What follows belongs to an exercise in optimizing a design on an open flow for small area, a short achievable clock period and few clock cycles per item; a production flow would make more cautious choices.
In this exercise RTL edits were held to simulation tests only and were not proved equivalent to the original.
Power and IR drop assume default switching activity.

==> inputs of run a <==
==> flow/design.v (excerpt) <==
module bce_mean_loss #(
  parameter int MAX_ELEMENTS = 4096
) (
  input  wire logic        clk,
  input  wire logic        rst_n,
  input  wire logic        in_valid,
  output logic             in_ready,
  input  wire logic [16:0] in_prediction,
  input  wire logic [16:0] in_target,
  input  wire logic        in_last_element,
  output logic             out_valid,
  input  wire logic        out_ready,
  output logic [31:0]      out_mean_loss,
  output logic [12:0]      out_element_count,
  input  wire logic        cfg_psel,
  input  wire logic        cfg_penable,
  input  wire logic        cfg_pwrite,
  input  wire logic [2:0]  cfg_paddr,
  input  wire logic [31:0] cfg_pwdata,
  output logic [31:0]      cfg_prdata,
  output logic             cfg_pready
);
export LEC_CHECK = 0
export CAP_MARGIN = 20
export CORE_MARGIN = 2
export CORE_UTILIZATION = 40
export CTS_BUF_LIST = sky130_fd_sc_hd__clkbuf_8
export SLEW_MARGIN = 20
create_clock -name core_clock -period 13.0 [get_ports {clk}]
standard.sh (not shown) runs the stock make flow with config.mk's settings and CLKGATE_MAP_FILE= SYNTH_SCRIPT=/design/flow/synth_recipe.tcl, a recipe that flattens the netlist after the stock synthesis.
==> flow/flow/run.sh <==
#!/bin/bash
# Standard layout, with timing repair asked to leave 9 ns of setup slack at
# the design's clock period (the constraints themselves are unchanged).
set -o pipefail
export SETUP_SLACK_MARGIN=9
bash standard.sh > standard.log 2>&1
==> run b: changes against run a <==
CORE_UTILIZATION = 55   (was 40)
CTS_BUF_LIST = default   (was sky130_fd_sc_hd__clkbuf_8)
PLACE_DENSITY = 0.7   (was default)
==> notes <==
Against run b, the core utilization of run a is lower by 16 points.
Of run a and run b, run a has the higher cell area (gap 1.6%, measured against run b).
Of run b and run a, run a has the higher die area (gap about 27%, measured against run a).
Against run a, the sequential share of layout area of run b is higher by 0.48 points.
Setup slack: run a is worse than run b (0.15 ns).
Sequential power is about the same in run a and run b.
Critical path depth is the same in run b and run a.
In flip-flop and latch count, run b and run a do not differ.
Testbench counts of run a, summed over its fixed seeds: cycles 16,460, items 16,000.
Testbench counts of run b, summed over its fixed seeds: cycles 16,460, items 16,000.

==> v6 <==
Starting RTL as in the previous note.
==> flow/design.v (excerpt) <==
module bce_mean_loss #(
  parameter int MAX_ELEMENTS = 4096
) (
  input  wire logic        clk,
  input  wire logic        rst_n,
  input  wire logic        in_valid,
  output logic             in_ready,
  input  wire logic [16:0] in_prediction,
  input  wire logic [16:0] in_target,
  input  wire logic        in_last_element,
  output logic             out_valid,
  input  wire logic        out_ready,
  output logic [31:0]      out_mean_loss,
  output logic [12:0]      out_element_count,
  input  wire logic        cfg_psel,
  input  wire logic        cfg_penable,
  input  wire logic        cfg_pwrite,
  input  wire logic [2:0]  cfg_paddr,
  input  wire logic [31:0] cfg_pwdata,
  output logic [31:0]      cfg_prdata,
  output logic             cfg_pready
);
clock: 13.0 ns
lec_check: 0
cap_margin: 20
core_margin: 2
core_utilization: 40
slew_margin: 20
Scripts as last shown in full above: flow/flow/run.sh
==> v12 (differences from v6) <==
--- a/flow/config.mk
+++ b/flow/config.mk
@@ -9,3 +9,4 @@
 export CORE_MARGIN = 2
-export CORE_UTILIZATION = 40
+export CORE_UTILIZATION = 65
+export PLACE_DENSITY = 0.78
 export SLEW_MARGIN = 20
==> qor summary <==
Run status: v12 complete, no violations; v6 complete, no violations
Maximum clock skew at final layout: v12 0.0276 ns; v6 0.0623 ns
Met1 layer wirelength in the final routing: v12 52,600 um; v6 59,400 um
Number of buffers added by the clock tree synthesis step: v12 83; v6 87
Share of final layout cell area taken by clock buffers and inverters: v12 4.76%; v6 5.06%
Share of total power in combinational logic: v12 59.8%; v6 59.2%
Half-perimeter wire length after detailed placement: v12 92,000 um; v6 95,400 um
Non-Clock Buffer Area Fraction: v12 2.94%; v6 3.04%
Worst reg-to-reg path cell count: v12 11; v6 9
Total leakage power: v12 26.1 nW; v6 26.1 nW
Total placed instance area: v12 55,100 sq um; v6 56,000 sq um
Total of plain and repair buffers excluding clock buffers: v12 184; v6 191
Resized cells post-CTS: v12 166; v6 259
Initial antenna violation count: v12 0; v6 1
Grt met1 use: v12 41.0%; v6 26.1%
Fraction of area in registers: v12 30.6%; v6 30.1%
Register-to-register setup slack: v12 9.07 ns; v6 9.04 ns
Relative slew margins: v12 30.5%; v6 33.2%
Switching portion of total power: v12 44.1%; v6 43.9%
Via count of the first global-routing pass: v12 40,400; v6 39,000
Routability congestion estimate: v12 0.948; v6 0.885
Worst setup slack after placement: v12 7.50 ns; v6 7.46 ns
Die area: v12 84,300 sq um; v6 136,000 sq um
Clk power: v12 2.40 mW; v6 2.55 mW
Hold endpoint: v12 u_front.t2_r[13]; v6 u_front.t2_r[1]
Placed cell count: v12 6,575; v6 7,276
Testbench counts of v6, summed over its fixed seeds: cycles 16,460, items 16,000.
Testbench counts of v12, summed over its fixed seeds: cycles 16,460, items 16,000.

-- port drivers added, routing unchanged --
The results above use ideal ports. As a check the final layouts listed here were re-extracted and re-timed, cells and wires unchanged. Step 1 sets driving cells, clkbuf_16 on the clock port and buf_2 on the other inputs (assumed; they add their load-dependent delay and slew). Step 2 times the ports against the registers' clock, not the clock port: input delays grow and output delays shrink by t, the midpoint of the rising clock arrivals with the driver on. Three values: no drivers, after step 1, after step 2; two values: the first two.
| run | t (ns) | slack for setup (ns) | slew at the worst register clock pin (ns) |
|---|---|---|---|
| run a | 0.914 | 8.878 / 8.810 / 8.126 | 0.07 / 0.07 |
| run b | 0.726 | 9.026 / 8.953 / 8.368 | 0.07 / 0.07 |
| v6 | 0.780 | 9.007 / 8.945 / 8.273 | 0.07 / 0.07 |
| v12 | 0.712 | 8.997 / 8.964 / 8.326 | 0.07 / 0.07 |
After both steps setup and hold are still met in every run listed. For run a, which loses most, drivers alone change the setup slack by -0.068 ns; drivers and shift together by -0.752 ns.
